From an optimization exercise on the open Yosys and OpenROAD flow, aimed at small area, a short achievable clock period and few clock cycles per item; shortcuts taken in it are not production practice. The RTL was checked by simulation tests, not by an equivalence proof against the original design. No activity file was given, so power comes from the tool's default toggle rates.

## pid_heading_turn_controller_top
module pid_heading_turn_controller_top
(
  input  logic        clk,
  input  logic        rst,
  input  logic        cmd_valid,
  output logic        cmd_ready,
  input  logic        cmd_op,
  input  logic [15:0] cmd_target_angle,
  input  logic [15:0] cmd_timeout_ms,
  input  logic [15:0] cmd_measured_angle,
  output logic        res_valid,
  input  logic        res_ready,
  output logic [7:0]  res_power_pct,
  output logic [1:0]  res_status,
  input  logic        psel,
  input  logic        penable,
  input  logic        pwrite,
  input  logic [4:0]  paddr,
  input  logic [31:0] pwdata,
  output logic [31:0] prdata,
  output logic        pready
);
Settings: LEC_CHECK=0, CAP_MARGIN=20, CORE_MARGIN=2, CORE_UTILIZATION=55, SLEW_MARGIN=20, SYNTH_HIERARCHICAL=1, SYNTH_MINIMUM_KEEP_SIZE=0; clock period 16.0 ns.
standard.sh (not shown) runs the stock make flow with config.mk's settings and CLKGATE_MAP_FILE= SYNTH_SCRIPT=/design/flow/synth_recipe.tcl, a recipe that flattens the netlist after the stock synthesis.
==> flow/flow/run.sh <==
#!/bin/bash
# The standard layout (the standard.sh), with three changes:
#  - after synthesis, every combinational cell gets the smallest drive
#    strength of its family (flow/downsize.tcl);
#  - the port buffers are buf_2 cells instead of the default choice;
#  - the timing repair after CTS and after global routing is asked to leave a
#    setup margin of MARGIN ns, so that it also works on paths that already
#    meet the 16 ns clock, and may resize a cell to one of another footprint
#    (MATCH_CELL_FOOTPRINT=0).
# The SDC, the clock period and every other setting are the standard flow's.
set -euo pipefail
MARGIN=11.7
bash standard.sh synth > synth.log 2>&1
ODB=orfs/results/sky130hd/pid_heading_turn_controller_top/base/1_synth.odb openroad -exit flow/downsize.tcl > downsize.log 2>&1
bash standard.sh SETUP_SLACK_MARGIN=$MARGIN MATCH_CELL_FOOTPRINT=0 "BUFFER_PORTS_ARGS=-buffer_cell sky130_fd_sc_hd__buf_2" finish > standard.log 2>&1
==> flow/flow/downsize.tcl <==
# Give every combinational cell of the synthesized netlist the smallest drive
# strength of its family; the timing repair later in the flow sizes up the
# cells on critical paths. Flip-flops, tie cells and buffers are left alone.
# usage: ODB=<odb> openroad -exit downsize.tcl
read_db $::env(ODB)
set db [ord::get_db]
set n_swapped 0
set area_before 0.0
set area_after 0.0
foreach inst [[ord::get_db_block] getInsts] {
  set m [$inst getMaster]
  set name [$m getName]
  set a [expr {[$m getWidth] * [$m getHeight] / 1e6}]
  set area_before [expr {$area_before + $a}]
  set best $m
  if {[regexp {^(sky130_fd_sc_hd__([a-z0-9]+))_([0-9]+)$} $name -> base fam size]
      && ![regexp {^(df|edf|sdf|dl|conb|buf|clk|inv|tap|fill|decap|dly|probe|lpflow|macro)} $fam]} {
    foreach cand {0 1 2 4} {
      set cm [$db findMaster ${base}_$cand]
      if {$cm eq "NULL" || $cm eq ""} { continue }
      if {[$cm getWidth] * [$cm getHeight] < [$best getWidth] * [$best getHeight]} {
        set best $cm
      }
    }
  }
  if {$best ne $m} {
    $inst swapMaster $best
    incr n_swapped
  }
  set area_after [expr {$area_after + [$best getWidth] * [$best getHeight] / 1e6}]
}
puts [format "downsize: %d cells swapped, area %.1f -> %.1f um2" $n_swapped $area_before $area_after]
write_db $::env(ODB)
Testbench counts at the start, summed over its fixed seeds: cycles 12,240, items 12,000.
==> next run, changes <==
--- a/flow/design.v
+++ b/flow/design.v
@@ -102,76 +102,74 @@
   output logic               res_valid,
   input  logic               res_ready,
   output logic signed [7:0]  res_power_pct,
   output logic [1:0]         res_status
 );
   localparam int QD = 5;           
   logic               h_v;
   logic               h_op;
-  logic signed [15:0] h_tgt;
-  logic [15:0]        h_tmo;
   logic signed [15:0] h_meas;
   logic               accept;
   assign accept = cmd_valid && cmd_ready;
   always_ff @(posedge clk) begin
     if (rst) h_v <= 1'b0;
     else     h_v <= accept;
   end
   always_ff @(posedge clk) begin
     h_op   <= cmd_op;
-    h_tgt  <= cmd_target_angle;
-    h_tmo  <= cmd_timeout_ms;
     h_meas <= cmd_measured_angle;
   end
   logic signed [15:0] goal_angle;
   logic [15:0]        time_limit;
+  always_ff @(posedge clk) begin
+    if (accept && cmd_op == OP_START) begin
+      goal_angle <= cmd_target_angle;
+      time_limit <= cmd_timeout_ms;
+    end
+  end
   logic [15:0]        elapsed_ms;
   logic signed [16:0] prior_error;
   logic signed [31:0] error_sum;
   logic               h_start;
-  logic signed [15:0] ref_angle;
   logic signed [16:0] err1;
   logic signed [17:0] der1;
   logic [32:0]        sum_s;
   logic [32:0]        sum_c;
   logic [32:0]        sum_wide;
   logic signed [31:0] sum_sat;
   logic [16:0]        elapsed_sum;
   logic               time_out1;
   logic [16:0]        prior_abs;
   logic               err_ok1;
   assign h_start     = (h_op == OP_START);
-  assign ref_angle   = h_start ? h_tgt : goal_angle;
-  assign err1        = 17'(ref_angle) - 17'(h_meas);
+  assign err1        = 17'(goal_angle) - 17'(h_meas);
   assign der1        = 18'(err1) - 18'(prior_error);
   assign elapsed_sum = {1'b0, elapsed_ms} + {7'd0, cfg.period_ms};
   assign time_out1   = (time_limit != 16'd0) && (elapsed_ms > time_limit);
   assign prior_abs   = prior_error[16] ? 17'(-prior_error) : 17'(prior_error);
   assign err_ok1     = (prior_abs <= {2'b00, cfg.error_tolerance});
   logic [32:0] op_a, op_b, op_c;
   assign op_a = 33'(error_sum);
-  assign op_b = 33'(ref_angle);
+  assign op_b = 33'(goal_angle);
   assign op_c = ~(33'(h_meas));
   for (genvar i = 0; i < 33; i++) begin : g_csa
     phtc_fa u_fa (.a(op_a[i]), .b(op_b[i]), .c(op_c[i]), .s(sum_s[i]), .co(sum_c[i]));
   end
   assign sum_wide = sum_s + {sum_c[31:0], 1'b1};
   always_comb begin
     if (sum_wide[32] != sum_wide[31]) begin
       sum_sat = sum_wide[32] ? 32'sh8000_0000 : 32'sh7fff_ffff;
     end else begin
       sum_sat = sum_wide[31:0];
     end
   end
   always_ff @(posedge clk) begin
     if (h_v) begin
       if (h_start) begin
-        goal_angle  <= h_tgt;
-        time_limit  <= h_tmo;
         elapsed_ms  <= 16'd0;
         error_sum   <= 32'sd0;
       end else begin
         elapsed_ms  <= elapsed_sum[16] ? 16'hffff : elapsed_sum[15:0];
         error_sum   <= sum_sat;
       end
       prior_error <= err1;
     end
@@ -190,17 +188,17 @@
     else     s2_v <= h_v;
   end
   always_ff @(posedge clk) begin
     s2_start    <= h_start;
     s2_err_ok   <= err_ok1;
     s2_time_out <= time_out1;
     s2_err      <= err1;
     s2_der      <= der1;
-    s2_err_sx   <= (ref_angle < h_meas);
+    s2_err_sx   <= (goal_angle < h_meas);
     s2_der_sx   <= (err1 < prior_error);
   end
   always_ff @(posedge clk) begin
     if (h_v) error_sum_sx <= !h_start && sum_wide[32];
   end
   logic [36:0]        mac_floor;
   phtc_mac u_mac (
     .clk       (clk),
Via count went down by 2.8%.
Non-clock buffer count went down by 105.
Total power went down by 11%.
Utilization went down by 2.3 points.
Clock power went down by about 5%.
Clock skew went down by 0.028 ns.
Setup slack is better by 0.053 ns.
Global-route usage went down by 1.4 points.
Synthesized cell count went down by 1.1%.
Maximum frequency went up by 1.2%.
First-iteration DRC count went down by 11%.
Final area went down by 5.3%.
Final cell count went down by 3.0%.
Testbench counts after the change, summed over its fixed seeds: cycles 12,240, items 12,000.

afterwards: timing with drivers on the ports:
In the flow no input, the clock included, has a driving cell. The finished layouts below were timed again as built, in two steps. Step 1: set_driving_cell puts a clkbuf_16 on clk and a buf_2 on each other input, an assumption about the parent block. Step 2 adds t to the input delays and takes it off the output delays; t is the mean of the earliest and latest rising clock arrival at the registers after step 1. Input paths then give back, and output paths get back, about the clock's delay inside the block. Slacks: ideal ports / drivers / drivers and shift; pairs: ideal ports / drivers.
run | shift t [ns] | slack for setup (ns) | worst hold slack (ns) | worst setup path at the end
the first run | 0.758 | 11.489 / 11.418 / 11.039 | 0.319 / 0.319 / 0.319 | input to register
the second run | 0.721 | 11.542 / 11.473 / 11.021 | 0.327 / 0.327 / 0.327 | input to register
After both steps setup and hold are still met in every run listed. For the second run, which loses most, drivers alone change the setup slack by -0.069 ns; drivers and shift together by -0.521 ns.
